Context: an optimization exercise on an open-source flow, tuned for small area, a short achievable clock period and few clock cycles per item. The choices shown serve that exercise and are no tape-out recipe. Function was checked by simulation only, so behaviour that the tests miss may differ from the original. No activity file was given, so power comes from the tool's default toggle rates.

## run.sh

```bash
#!/bin/bash
# synth_recipe.tcl (not shown) runs the flow's synth.tcl, then flattens the netlist and writes it again
# the make line also repeats each setting of config.mk as NAME=value (left out here)
make -C /OpenROAD-flow-scripts/flow DESIGN_CONFIG=/design/flow/config.mk WORK_HOME=/design/flow/orfs CLKGATE_MAP_FILE= SYNTH_SCRIPT=/design/flow/synth_recipe.tcl finish
```

## config.mk

```make
export PLATFORM = sky130hd
export DESIGN_NAME = positional_list_insert_delete_unit
export DESIGN_NICKNAME = positional_list_insert_delete_unit
export VERILOG_FILES = /design/flow/design.v
export SDC_FILE = /design/flow/constraint.sdc
export NUM_CORES = 4
export LEC_CHECK = 0
export ABC_AREA = 1
export CAP_MARGIN = 20
export CORE_MARGIN = 2
export CORE_UTILIZATION = 40
export SLEW_MARGIN = 20
```

## constraint.sdc

```tcl
create_clock -name core_clock -period 4.2 [get_ports {clk}]
set_input_delay 0.8400 -clock core_clock [delete_from_list [all_inputs] [get_ports {clk}]]
set_output_delay 0.8400 -clock core_clock [all_outputs]
set_load 0.01 [all_outputs]
```

## design.v

```verilog
`timescale 1ns / 1ps
`default_nettype none
package plid_pkg;
  localparam int CAPACITY = 16;
  localparam int DATA_W   = 32;
  localparam int POS_W    = 5;
  localparam int OCNT_W   = 5;
  localparam int SLOT_W   = $clog2(CAPACITY);
  localparam int CNT_W    = $clog2(CAPACITY + 1);
  localparam logic [1:0] CMD_APPEND = 2'd0;
  localparam logic [1:0] CMD_INSERT = 2'd1;
  localparam logic [1:0] CMD_DELETE = 2'd2;
  localparam logic [1:0] CMD_DUMP   = 2'd3;
  localparam logic [1:0] STAT_OK    = 2'd0;
  localparam logic [1:0] STAT_FULL  = 2'd1;
  localparam logic [1:0] STAT_RANGE = 2'd2;
  typedef struct packed {
    logic [1:0]               cmd;
    logic signed [DATA_W-1:0] elem_value;
    logic [POS_W-1:0]         position;
  } plid_in_t;
  typedef struct packed {
    logic [1:0]               status;
    logic signed [DATA_W-1:0] elem_out;
    logic [OCNT_W-1:0]        count_now;
    logic                     last;
  } plid_out_t;
endpackage
`default_nettype wire
`timescale 1ns / 1ps
`default_nettype none
module plid_cell (
  input  wire logic                               clk,
  input  wire logic                               we,
  input  wire logic signed [plid_pkg::DATA_W-1:0] wdata,
  output logic signed [plid_pkg::DATA_W-1:0]      q
);
  logic signed [plid_pkg::DATA_W-1:0] val_r;
  always_ff @(posedge clk) begin
    if (we) val_r <= wdata;
  end
  assign q = val_r;
endmodule
`default_nettype wire
`timescale 1ns / 1ps
`default_nettype none
module positional_list_insert_delete_unit (
  input  wire logic               clk,
  input  wire logic               rst_n,
  input  wire logic               in_valid,
  output logic                    in_ready,
  input  wire logic [38:0]        in_data,
  output logic                    out_valid,
  input  wire logic               out_ready,
  output logic [39:0]             out_data
);
  localparam int N  = plid_pkg::CAPACITY;
  localparam int SW = plid_pkg::SLOT_W;
  localparam int CW = plid_pkg::CNT_W;
  plid_pkg::plid_in_t in_pkt;
  assign in_pkt = in_data;
  logic [CW-1:0]                      cnt_r, cnt_nxt;
  logic [SW-1:0]                      ptr_r [N];
  logic signed [plid_pkg::DATA_W-1:0] mem_q [N];
  logic                               dmp_r;      
  logic [SW-1:0]                      didx_r;     
  logic [SW-1:0]                      rs_r;       
  logic                               out_valid_r;
  plid_pkg::plid_out_t                out_r, out_nxt;
  logic                slot_free, acc, full, emit;
  logic                is_app, is_ins, is_del, is_dmp;
  logic [CW-1:0]       eff_pos;
  logic                ins_ok, del_ok;
  logic [1:0]          stat;
  logic [SW-1:0]       rd_slot;
  logic [SW-1:0]       del_slot;
  always_comb begin
    slot_free = !out_valid_r || out_ready;
    in_ready  = slot_free && !dmp_r;
    acc       = in_valid && in_ready;
    full      = cnt_r[CW-1];
    is_app    = in_pkt.cmd == plid_pkg::CMD_APPEND;
    is_ins    = in_pkt.cmd == plid_pkg::CMD_INSERT;
    is_del    = in_pkt.cmd == plid_pkg::CMD_DELETE;
    is_dmp    = in_pkt.cmd == plid_pkg::CMD_DUMP;
    eff_pos   = is_app ? cnt_r : in_pkt.position;
    ins_ok    = acc && (is_app || is_ins) && !full && (eff_pos <= cnt_r);
    del_ok    = acc && is_del && (in_pkt.position < cnt_r);
    emit      = dmp_r && slot_free;
    del_slot  = ptr_r[in_pkt.position[SW-1:0]];
  end
  always_comb begin
    cnt_nxt = cnt_r;
    if (ins_ok) cnt_nxt = cnt_r + 1'b1;
    if (del_ok) cnt_nxt = cnt_r - 1'b1;
    stat = plid_pkg::STAT_OK;
    if (is_app || is_ins) begin
      if (full) stat = plid_pkg::STAT_FULL;
      else if (eff_pos > cnt_r) stat = plid_pkg::STAT_RANGE;
    end else if (is_del) begin
      if (in_pkt.position >= cnt_r) stat = plid_pkg::STAT_RANGE;
    end else begin
      if (cnt_r == '0) stat = plid_pkg::STAT_RANGE;
    end
    rd_slot = dmp_r ? rs_r : ptr_r[0];
    out_nxt = out_r;
    if (emit) begin
      out_nxt.status    = plid_pkg::STAT_OK;
      out_nxt.elem_out  = mem_q[rd_slot];
      out_nxt.count_now = plid_pkg::OCNT_W'(cnt_r);
      out_nxt.last      = (CW'(didx_r) + 1'b1 == cnt_r);
    end else if (acc) begin
      out_nxt.status    = stat;
      out_nxt.elem_out  = (is_dmp && cnt_r != '0) ? mem_q[rd_slot] : '0;
      out_nxt.count_now = plid_pkg::OCNT_W'(cnt_nxt);
      out_nxt.last      = !is_dmp || (cnt_r == CW'(1)) || (cnt_r == '0);
    end
  end
  always_ff @(posedge clk) begin
    if (emit || acc) out_r <= out_nxt;
  end
  always_ff @(posedge clk) begin
    if (!rst_n) begin
      cnt_r       <= '0;
      dmp_r       <= 1'b0;
      out_valid_r <= 1'b0;
    end else begin
      cnt_r <= cnt_nxt;
      if (emit || acc) out_valid_r <= 1'b1;
      else if (out_ready) out_valid_r <= 1'b0;
      if (emit) begin
        if (CW'(didx_r) + 1'b1 == cnt_r) dmp_r <= 1'b0;
      end else if (acc && is_dmp && cnt_r > CW'(1)) begin
        dmp_r <= 1'b1;
      end
    end
  end
  always_ff @(posedge clk) begin
    if (emit) begin
      didx_r <= didx_r + 1'b1;
      rs_r   <= ptr_r[didx_r + 1'b1];
    end else if (acc) begin
      didx_r <= SW'(1);
      rs_r   <= ptr_r[1];
    end
  end
  always_ff @(posedge clk) begin
    for (int i = 0; i < N; i++) begin
      if (!rst_n) begin
        ptr_r[i] <= SW'(i);
      end else if (ins_ok) begin
        if (CW'(i) > eff_pos) ptr_r[i] <= ptr_r[(i + N - 1) % N];
        else if (CW'(i) == eff_pos) ptr_r[i] <= ptr_r[N-1];
      end else if (del_ok) begin
        if (CW'(i) >= in_pkt.position) ptr_r[i] <= (i == N - 1) ? del_slot : ptr_r[(i + 1) % N];
      end
    end
  end
  for (genvar g = 0; g < N; g++) begin : g_slot
    plid_cell u_cell (
      .clk   (clk),
      .we    (!full && ptr_r[N-1] == SW'(g)),
      .wdata (in_pkt.elem_value),
      .q     (mem_q[g])
    );
  end
  assign out_valid = out_valid_r;
  assign out_data  = out_r;
endmodule
`default_nettype wire
```

==> results_dict.tcl, run 1 <==
set metrics [dict create \
    portBuffers 84 \
    synthArstFlopShare 0 \
    synthesis.nets 2974 \
    drive_above_1_share 0.0923 \
    grt_first_pass_wirelength_um 131000 \
    rows 97 \
    arrival_ns 3.84 \
    vias_per_cell 5.34 \
    peakVddDrop_v 0.000344 \
    clockBufferDepth 3 \
    min_path_type "reg -> reg" \
    synth_area_um2 28400 \
    power.density_nw_per_um2 450 \
    rsz0062_at_grt "no" \
    share_comb_of_total_power 0.114 \
    routed_wirelength_um 88400 \
    path_cells "clkdlybuf4s50_1 > nor2_8 > o21ai_0 > ha_1 > nand2_1 > nor2_1 > nand2_1 > nand3_1 > nand2_1 > nand2_4 > buf_4 > nand3_1 > nand3_4 > clkinv_1 > nand2_1 > nand3_1" \
    holdWs_ns 0.498 \
    synth_top_flop_cell "edfxtp_1" \
    fin_util 0.471 \
    dieArea_um2 73000 \
    yosysWarningCount 5 \
    multi_input_area_um2 8960 \
    ant_nets 0 \
    synth_edf_count 560 \
    yosysTopAreaCell "edfxtp_1" \
    place_hpwl_um 55000 \
    cellLeakagePower_nw 13.0 \
    swShare 0.261 \
    ioPinCount 85 \
    num-fill-cells 6594 \
    ys_ff_latch 631 \
    start_kind "primary input" \
    slew_viol_final 0 \
    drv_cap 0 \
    syn_area_per_cell_um2 9.74 \
    crit_fanout 19 \
    seq_area_frac_synth 0.643 \
    startpoint "in_data[38]" \
    areaGrowthSynthToFinish_pct 16.6 \
    layout.nets 3094 \
    setup_viol 0 \
    finalHoldViolations 0 \
    pre_cts_ws_ns 0.185 \
    synth_cell_types 39 \
    die_w_um 270 \
    worst-path-buf-inv 3 \
    cp-end-kind "flip-flop" \
    worstReg2RegStart "dmp_r$_SDFFE_PN0P_" \
    cpMostUsedCell "nand2_1" \
    cts_tree "yes" \
    initial_utilization 0.404 \
    clock_skew_ns 0.0217 \
    place_congestion 0.948 \
    cts.clk_slew.worst_paths_ns 0.06 \
    p_int_w 0.0110 \
    syn-instance-count 2912 \
    cp_slowest_cell "clkdlybuf4s50_1" \
    grt_pass1_vias 20563 \
    pwr-share-clk 0.401 \
    layout_min_cycle_time_ns 3.38 \
    clkSinkCount 631 \
    seq_area_um2 18200 \
    synth.area.top_cells "edfxtp_1 59%, nand2_1 14%, dfxtp_1 5.0%" \
    die_h_um 270 \
    grt_overflow 0 \
    placed_area_um2 30800 \
    crit_family "simple AND/OR/NAND/NOR gates" \
    numCtsBuffers 71 \
    cts_setup_buffers 0 \
    p_seq_frac 0.485 \
    slowest_delay_ns 0.54 \
    tns_ns 0 \
    clk-insertion-delay-late_ns 0.62 \
    synth_top_area_share 0.593 \
    worst_slack_ns 0.824 \
    antenna_found_initial 5 \
    critPathRequiredTime_ns 4.66 \
    ctsHtreeMaxLevel 3 \
    num_vias 21501 \
    drtPass1Iterations 6 \
    worst_slew_pin_slew_ns 1.05 \
    max_slew_margin 0.298 \
    drtIter0Drc 2304 \
    fmaxAchievable_mhz 296 \
    critPathKind "in -> reg" \
    placeableCoreArea_um2 70100 \
    stdcell_area_um2 33100 \
    status "timing/DRC/antenna clean" \
    postCtsHoldBufs 0 \
    grt_use_total 0.239 \
    hold_path.startpoint "ptr_r[0][2]$_SDFFE_PN0P_" \
    grt_max_degree 59 \
    fin_crit_sh 0.804 \
    post_cts_resized 0 \
    drc 0 \
    cts_root_buffer "clkbuf_16" \
    wl_per_cell_um 22.0 \
    netSwitchingPower_w 0.00388 \
]
[power by group through the flow]
| stage | Sequential [W] | Clock, W | Combinational (W) |
|---|---|---|---|
| floorplan | 0.00732 | 0 | 0.000935 |
| global placement | 0.00733 | 0 | 0.00167 |
| detailed placement | 0.00734 | 0 | 0.00169 |
| global route | 0.00723 | 0.00630 | 0.00186 |
| finish | 0.00721 | 0.00597 | 0.00170 |
| CTS | 0.00721 | 0.00607 | 0.00170 |
[worst paths after layout]
path,end,slack (ns),depth (start not counted)
worst max-delay path,ptr_r[10][1]$_SDFFE_PN1P_,0.82,16
worst min-delay path,ptr_r[0][2]$_SDFFE_PN0P_,0.50,2
worst max register to register,out_r[11]$_DFFE_PP_,0.87,11
worst min register to register,ptr_r[0][2]$_SDFFE_PN0P_,0.50,2
[placed cells by master (no fill, tap or decap), types with 35 or more instances in the layout]
cell type,instances
buf_4,66
clkbuf_16,72
clkdlybuf4s50_1,83
dfxtp_1,71
edfxtp_1,560
inv_1,196
nand2_1,1056
nand3_1,236
nand4_1,103
nor2_1,277
nor2_4,35
o21ai_0,104
[cells in the mapped netlist (9+ instances only)]
cell type  instances
nand2_1         1057
edfxtp_1         560
nor2_1           299
nand3_1          236
inv_1            197
o21ai_0          104
nand4_1          103
dfxtp_1           71
clkbuf_1          54
buf_2             50
a21oi_1           22
ha_1              19
nand2_2           15
o211ai_1          15
o21ai_2           12
nor2_2            11
o21ai_1           11
inv_2              9
[flip-flops by register name, indices dropped and copies added, names as in the netlist]
name	flops
g_slot.u_cell.val_r	512
ptr_r	64
out_r	40
cnt_r	5
didx_r	4
rs_r	4
dmp_r	1
out_valid_r	1
[per-layer routing]
layer	vias to the layer above	wire length (um)	global-route usage
met4	6	2620	0.0769
li1	10021	-	-
met5	-	37	0
met2	846	40700	0.381
met3	167	6120	0.0379
met1	10461	39000	0.336
[worst reg2reg max path: stages (launching register included)]
cell and delay [ns]:
dfxtp_1 0.73, nand2_1 0.15, o21ai_1 0.27, nand2_1 0.32
inv_1 0.85, buf_4 0.33, nand3_1 0.10, nand2_1 0.12
nor2_1 0.05, nand4_1 0.06, nor2_1 0.10, nor2_1 0.10
[layout make-up]
type	instances	area share
well taps	940	0.0356
clock inverters	41	0.0105
inverters	210	0.0239
flip-flops and latches	631	0.552
multi-input cells	1952	0.271
diodes	1	0.0000757
clock buffers	88	0.0572
repair buffers	166	0.0500
[per-stage QoR]
step / total power, W / instances
CTS: 0.0150 / 4028
global placement: 0.00900 / 3899
finish: 0.0149 / 4029
global route: 0.0154 / 4029
floorplan: 0.00825 / 2912
detailed placement: 0.00903 / 3899
[cell families (layout without fill, tap and decap cells)]
family / Yosys count / after routing / synth area share
buf+inv: 329 / 505 / 0.0482
simple gates: 1756 / 1756 / 0.264
xor+xnor: 7 / 7 / 0.00216
compound gates: 170 / 170 / 0.0341
flops: 631 / 631 / 0.643
fa+ha+maj: 19 / 19 / 0.00838
other cells: 0 / 1 / 0
Testbench counts, summed over its fixed seeds: cycles 5,036, items 3,200.
==> inputs of run 2 (changes only) <==
--- a/config.mk
+++ b/config.mk
@@ -5,8 +5,8 @@
 export SDC_FILE = /design/flow/constraint.sdc
 export NUM_CORES = 4
 export LEC_CHECK = 0
-export ABC_AREA = 1
 export CAP_MARGIN = 20
 export CORE_MARGIN = 2
 export CORE_UTILIZATION = 40
+export SETUP_SLACK_MARGIN = 1.6
 export SLEW_MARGIN = 20
==> results_dict.tcl, run 2 <==
set metrics [dict create \
    status "timing/DRC/antenna clean" \
    worst_slew_pin_slew_ns 1.01 \
    postCtsHoldBufs 0 \
    top_register "g_slot.u_cell.val_r" \
    drtPass1Iterations 8 \
    worst_slack_ns 1.50 \
    ioPinCount 85 \
    drive_above_1_share 0.244 \
    fmaxAchievable_mhz 370 \
    synth_cell_types 77 \
    slew_viol_final 0 \
    tns_ns 0 \
    cpMostUsedCell "buf_4" \
    synth_edf_count 560 \
    clock_skew_ns 0.0349 \
    place_hpwl_um 53800 \
    p_seq_frac 0.479 \
    synth_top_family_by_area "compound AO/OA/AOI/OAI gates" \
    clk-insertion-delay-late_ns 0.62 \
    synthesis.nets 2104 \
    drtIter0Drc 2967 \
    num_vias 20806 \
    grt_max_degree 49 \
    finalHoldViolations 0 \
    cts.clk_slew.worst_paths_ns 0.06 \
    ant_nets 0 \
    critPathRequiredTime_ns 4.55 \
    stdcell_area_um2 34000 \
    cts_root_buffer "clkbuf_16" \
    synth-compound-area-share 0.168 \
    synthMostInstantiatedCell "edfxtp_1" \
    clockBufferDepth 3 \
    hold_path.startpoint "ptr_r[12][1]$_SDFFE_PN0P_" \
    yosysWarningCount 5 \
    place_congestion 0.912 \
    cp-end-kind "flip-flop" \
    netSwitchingPower_w 0.00371 \
    cp_slowest_cell "a31oi_1" \
    yosys.area_share.simple 0.0837 \
    die_h_um 264 \
    clkSinkCount 631 \
    layout_common_cells "560 x edfxtp_1, 156 x buf_4, 141 x a21oi_1" \
    reg.largest.list "g_slot.u_cell.val_r (512), ptr_r (64), out_r (40)" \
    peakVddDrop_v 0.000291 \
    cts_tree "yes" \
    worstReg2RegStart "dmp_r$_SDFFE_PN0P_" \
    final_common_cell "edfxtp_1" \
    total_power_w 0.0150 \
    pwr-share-clk 0.405 \
    holdWs_ns 0.550 \
    yosysTopAreaCell "edfxtp_1" \
    worst-path-buf-inv 2 \
    drv_cap 0 \
    dieArea_um2 69500 \
    layout_min_cycle_time_ns 2.70 \
    largest_reg_flops 512 \
    synthTopCellsByCount "560 x edfxtp_1, 153 x a21oi_1, 138 x nor2_1" \
    rows 95 \
    placeableCoreArea_um2 66900 \
    synth_xor_xnor_area_share 0.00357 \
    portBuffers 84 \
    rsz0062_at_grt "yes" \
    swShare 0.248 \
    grt_use_total 0.264 \
    placed_area_um2 29700 \
    synthArstFlopShare 0 \
    synth_top_area_share 0.624 \
    synth_mux_area_frac 0.0332 \
    arrival_ns 3.05 \
    die_w_um 264 \
    numCtsBuffers 69 \
    fin_crit_sh 0.643 \
    pre_cts_ws_ns 0.341 \
    seq_area_frac_synth 0.677 \
    vias_per_cell 6.53 \
    start_kind "flip-flop" \
    crit_fanout 11 \
    max_slew_margin 0.324 \
    ys_ff_latch 631 \
    grt_first_pass_wirelength_um 136000 \
    routed_wirelength_um 95400 \
    share_comb_of_total_power 0.116 \
    synth_area_um2 26900 \
    startpoint "dmp_r$_SDFFE_PN0P_" \
    ctsHtreeMaxLevel 3 \
    drc 0 \
    setup_viol 0 \
    syn_area_per_cell_um2 13.2 \
    min_path_type "reg -> reg" \
    synth_top_flop_cell "edfxtp_1" \
    diodes 0 \
    wl_per_cell_um 29.9 \
    path_cells "buf_4 > nand2b_1 > o22a_2 > buf_4 > nor2_2 > a22oi_1 > o211a_1 > a31oi_1" \
    initial_utilization 0.403 \
    slowest_delay_ns 0.44 \
    grt_overflow 0 \
    synth.area.top_cells "edfxtp_1 62%, dfxtp_1 5.3%, a21oi_1 2.8%" \
    antenna_found_initial 1 \
    areaGrowthSynthToFinish_pct 26.3 \
    grt_pass1_vias 19664 \
    crit_family "compound AO/OA/AOI/OAI gates" \
    power.density_nw_per_um2 440 \
    critPathKind "reg -> reg" \
    p_int_w 0.0113 \
    cellLeakagePower_nw 11.2 \
    synthAdderAreaFrac 0.00882 \
    layout.nets 2322 \
    syn-instance-count 2042 \
]
[run 2: cell count changes after synthesis, moves of 101 or more]
cell     previous run  this run
nand2_1          1057       118
inv_1             197        23
nand3_1           236        75
nor2_1            299       138
a21oi_1            22       153
a22oi_1             0       101
[run 2: worst paths after layout]
kind / endpoint / slack, ns / depth (start not counted)
min: ptr_r[12][1]$_SDFFE_PN0P_ / 0.55 / 2
min reg2reg: ptr_r[12][1]$_SDFFE_PN0P_ / 0.55 / 2
max: out_r[18]$_DFFE_PP_ / 1.50 / 8
max reg2reg: out_r[18]$_DFFE_PP_ / 1.50 / 8
[run 2: metrics by stage]
step,util,std cells
final,0.509,3187
after global routing,0.509,3187
after CTS,0.492,3139
after detailed placement,0.443,2942
after global placement,0.443,2942
after floorplan,-,2042
[run 2: final cells by class]
class / instances / area (um^2)
fill: 5547 / 32900
sequential: 631 / 18300
multi-input combinational: 1242 / 9460
timing repair buffer: 292 / 2880
clock buffer: 84 / 1840
tap: 873 / 1090
clock inverter: 41 / 403
inverter: 24 / 101
[run 2: worst register-to-register path, stage by stage (launching register included)]
cell and delay (ns):
dfxtp_4 0.41, buf_4 0.17, nand2b_1 0.28, o22a_2 0.36, buf_4 0.21, nor2_2 0.29, a22oi_1 0.13, o211a_1 0.15
a31oi_1 0.44
[run 2: cells by family (layout without fill, tap and decap cells)]
group / Yosys count / after routing
flip-flops: 631 / 631
XOR/XNOR: 11 / 12
AND/OR/NAND/NOR: 475 / 482
buffers and inverters: 181 / 441
multiplexers: 83 / 83
adder cells (fa/ha/maj): 19 / 19
AO/OA/AOI/OAI: 642 / 646
[run 2: routing by layer]
| layer | up-vias | wire length, um | GRT usage |
|---|---|---|---|
| li1 | 8674 | - | - |
| met1 | 10445 | 38000 | 0.370 |
| met2 | 1413 | 43500 | 0.413 |
| met3 | 272 | 10200 | 0.0451 |
| met4 | 2 | 3780 | 0.0985 |
| met5 | - | 10 | 0 |
[run 2: what timing repair did]
item / 4_1_cts / 5_1_grt
pin swaps: 18 / 75
endpoints found under the hold margin: 0 / 0
buffers inserted: 61 / 36
gates resized for setup: 122 / 127
cloned: 11 / 12
setup endpoints to repair: 112 / 99
[run 2: power groups by stage]
stage               Clock, W  Sequential [W]  Combinational (W)
floorplan                  0         0.00726           0.000793
global placement           0         0.00730            0.00133
detailed placement         0         0.00730            0.00135
CTS                  0.00613         0.00716            0.00154
global route         0.00636         0.00718            0.00182
finish               0.00607         0.00717            0.00174
==> inputs of run 3 (changes only) <==
--- a/config.mk
+++ b/config.mk
@@ -8,5 +8,4 @@
 export CAP_MARGIN = 20
 export CORE_MARGIN = 2
 export CORE_UTILIZATION = 40
-export SETUP_SLACK_MARGIN = 1.6
 export SLEW_MARGIN = 20
==> results_dict.tcl, run 3 <==
set metrics [dict create \
    max_slew_margin 0.256 \
    synthArstFlopShare 0 \
    worst_slack_ns 0.757 \
    peakVddDrop_v 0.000365 \
    netSwitchingPower_w 0.00360 \
    grt_first_pass_wirelength_um 130000 \
    initial_utilization 0.403 \
    cts_root_buffer "clkbuf_16" \
    cp_slowest_cell "clkdlybuf4s50_1" \
    rows 95 \
    min_path_type "reg -> reg" \
    num_vias 19404 \
    fin_util 0.473 \
    grt_use_total 0.252 \
    slew_viol_final 0 \
    synthesis.nets 2104 \
    ant_nets 0 \
    cellLeakagePower_nw 10.3 \
    syn-instance-count 2042 \
    grt_max_degree 42 \
    yosysWarningCount 5 \
    path_cells "clkdlybuf4s50_1 > or2_2 > buf_4 > o21ai_2 > ha_1 > and3_1 > mux2i_1 > o21a_1 > buf_4 > nor3_2 > or2_2 > a311oi_1" \
    swShare 0.245 \
    clockBufferDepth 3 \
    top_register "g_slot.u_cell.val_r" \
    critPathRequiredTime_ns 4.68 \
    crit_fanout 9 \
    clock_skew_ns 0.0452 \
    layout_min_cycle_time_ns 3.44 \
    p_int_w 0.0111 \
    fin_crit_sh 0.820 \
    pwr-share-clk 0.421 \
    clkSinkCount 631 \
    finalHoldViolations 0 \
    synth_edf_count 560 \
    cts_setup_buffers 0 \
    synth_cell_types 77 \
    p_seq_frac 0.488 \
    yosysTopAreaCell "edfxtp_1" \
    vias_per_cell 6.32 \
    dieArea_um2 69500 \
    clk-insertion-delay-late_ns 0.63 \
    start_kind "primary input" \
    synthMostInstantiatedCell "edfxtp_1" \
    drtPass1Iterations 6 \
    place_congestion 0.912 \
    pre_cts_ws_ns 0.164 \
    post_cts_resized 0 \
    portBuffers 84 \
    synth.area.top_cells "edfxtp_1 62%, dfxtp_1 5.3%, a21oi_1 2.8%" \
    setup_viol 0 \
    routed_wirelength_um 88600 \
    arrival_ns 3.93 \
    synthTopCellsByCount "560 x edfxtp_1, 153 x a21oi_1, 138 x nor2_1" \
    power.density_nw_per_um2 464 \
    place_hpwl_um 54000 \
    drtIter0Drc 2352 \
    dp.cells 2947 \
    ys_ff_latch 631 \
    postCtsHoldBufs 0 \
    largest_reg_flops 512 \
    wl_per_cell_um 28.9 \
    numCtsBuffers 69 \
    rsz0062_at_grt "no" \
    cts_tree "yes" \
    synth_top_flop_cell "edfxtp_1" \
    final_common_cell "edfxtp_1" \
    grt_overflow 0 \
    final_cells 3072 \
    critPathKind "in -> reg" \
    synth_top_area_share 0.624 \
    grt_pass1_vias 19089 \
    placeableCoreArea_um2 66900 \
    layout_common_cells "560 x edfxtp_1, 151 x a21oi_1, 121 x nor2_1" \
    cts.clk_slew.worst_paths_ns 0.05 \
    share_comb_of_total_power 0.091 \
    cp-end-kind "flip-flop" \
    seq_area_frac_synth 0.677 \
    ioPinCount 85 \
    syn_area_per_cell_um2 13.2 \
    status "timing/DRC/antenna clean" \
    num-fill-cells 5866 \
    ctsHtreeMaxLevel 3 \
    reg.largest.list "g_slot.u_cell.val_r (512), ptr_r (64), out_r (40)" \
    die_h_um 264 \
    antenna_found_initial 2 \
    tns_ns 0 \
    worst_slew_pin_slew_ns 1.12 \
    areaGrowthSynthToFinish_pct 17.5 \
    layout.nets 2207 \
    die_w_um 264 \
    diodes 0 \
    synth_area_um2 26900 \
    drive_above_1_share 0.135 \
    slowest_delay_ns 0.53 \
    drc 0 \
    fmaxAchievable_mhz 290 \
    drv_cap 0 \
]
[run 3: power groups by stage]
stage                     logic (W)  clock network [W]  registers, W
final                       0.00134            0.00618       0.00717
after global routing        0.00143            0.00652       0.00718
after CTS                   0.00133            0.00627       0.00716
after detailed placement    0.00133                  0       0.00729
after global placement      0.00132                  0       0.00729
after floorplan            0.000686                  0       0.00726
[run 3: kinds of logic (layout without fill, tap and decap cells)]
group / after synthesis / after routing / share of synthesized area
DFF: 631 / 631 / 0.677
and+or+nand+nor: 475 / 475 / 0.0837
muxes: 83 / 83 / 0.0332
buffers and inverters: 181 / 338 / 0.0262
xor gates and xnor gates: 11 / 11 / 0.00358
AOI/OAI and AO/OA: 642 / 642 / 0.168
adders and majority gates: 19 / 19 / 0.00882
[run 3: worst max-delay path: cells and delay by family]
kind	cells	cell delay, ns
AOI/OAI and AO/OA	3	0.73
adders and majority gates	1	0.26
buffers and inverters	3	0.93
muxes	1	0.20
and+or+nand+nor	4	0.96
[run 3: stage by stage]
stage / cell area [um^2] / hold slack, ns / power (W)
6_report: 31700 / 0.548 / 0.0147
5_1_grt: 31700 / 0.570 / 0.0151
4_1_cts: 31700 / 0.542 / 0.0148
3_5_place_dp: 29400 / 0.534 / 0.00862
3_3_place_gp: 29400 / 0.526 / 0.00860
2_1_floorplan: 26900 / 0.462 / 0.00794
[run 3: worst paths after layout]
check	startpoint	end	slack, ns	depth (start not counted)
max reg2reg	rs_r[3]$_DFFE_PP_	out_r[29]$_DFFE_PP_	0.82	6
min	ptr_r[11][2]$_SDFFE_PN0P_	ptr_r[11][2]$_SDFFE_PN0P_	0.55	2
max	in_data[37]	ptr_r[0][0]$_SDFFE_PN0P_	0.76	12
min reg2reg	ptr_r[11][2]$_SDFFE_PN0P_	ptr_r[11][2]$_SDFFE_PN0P_	0.55	2
[run 3: metal layers]
layer | GRT usage | routed length [um]
met1 | 0.350 | 36700
met2 | 0.393 | 40700
met3 | 0.0527 | 8410
met4 | 0.0919 | 2810
met5 | 0 | 13
[run 3: layout make-up]
cell class,instances,area [um^2],share of cell area
clock buffers,85,1840,0.0580
clock inverters,40,472,0.0149
inverters,24,90.1,0.00285
multi-input cells,1230,8190,0.259
flip-flops and latches,631,18200,0.576
well taps,873,1090,0.0345
repair buffers,189,1740,0.0550

## re-timing with driven ports
The flow's constraints put no driver on any port. The routed layouts listed below were extracted and timed again, unchanged, in two steps.
Step 1 assumes that a clkbuf_16 drives the clock port and a buf_2 every other input.
Step 2 moves the port delays by t, midway between the first and last clock arrival at a register: inputs arrive t later, outputs are due t later. That takes back most of the time a late clock gives input paths.
Three values: no drivers, after step 1, after step 2; two values: the first two.
run	t, ns	setup WS [ns]	hold slack, ns	clock arrival spread, ns
run 1	0.678	0.824 / 0.868 / 0.189	0.498 / 0.498 / 0.498	0.024 / 0.023
run 2	0.673	1.499 / 1.499 / 0.966	0.550 / 0.550 / 0.550	0.037 / 0.037
run 3	0.674	0.757 / 0.799 / 0.124	0.548 / 0.548 / 0.548	0.045 / 0.045
After both steps every run listed still meets setup and hold. The setup slack of run 1, which loses most, moves by +0.044 ns with the drivers and by -0.635 ns with both steps.
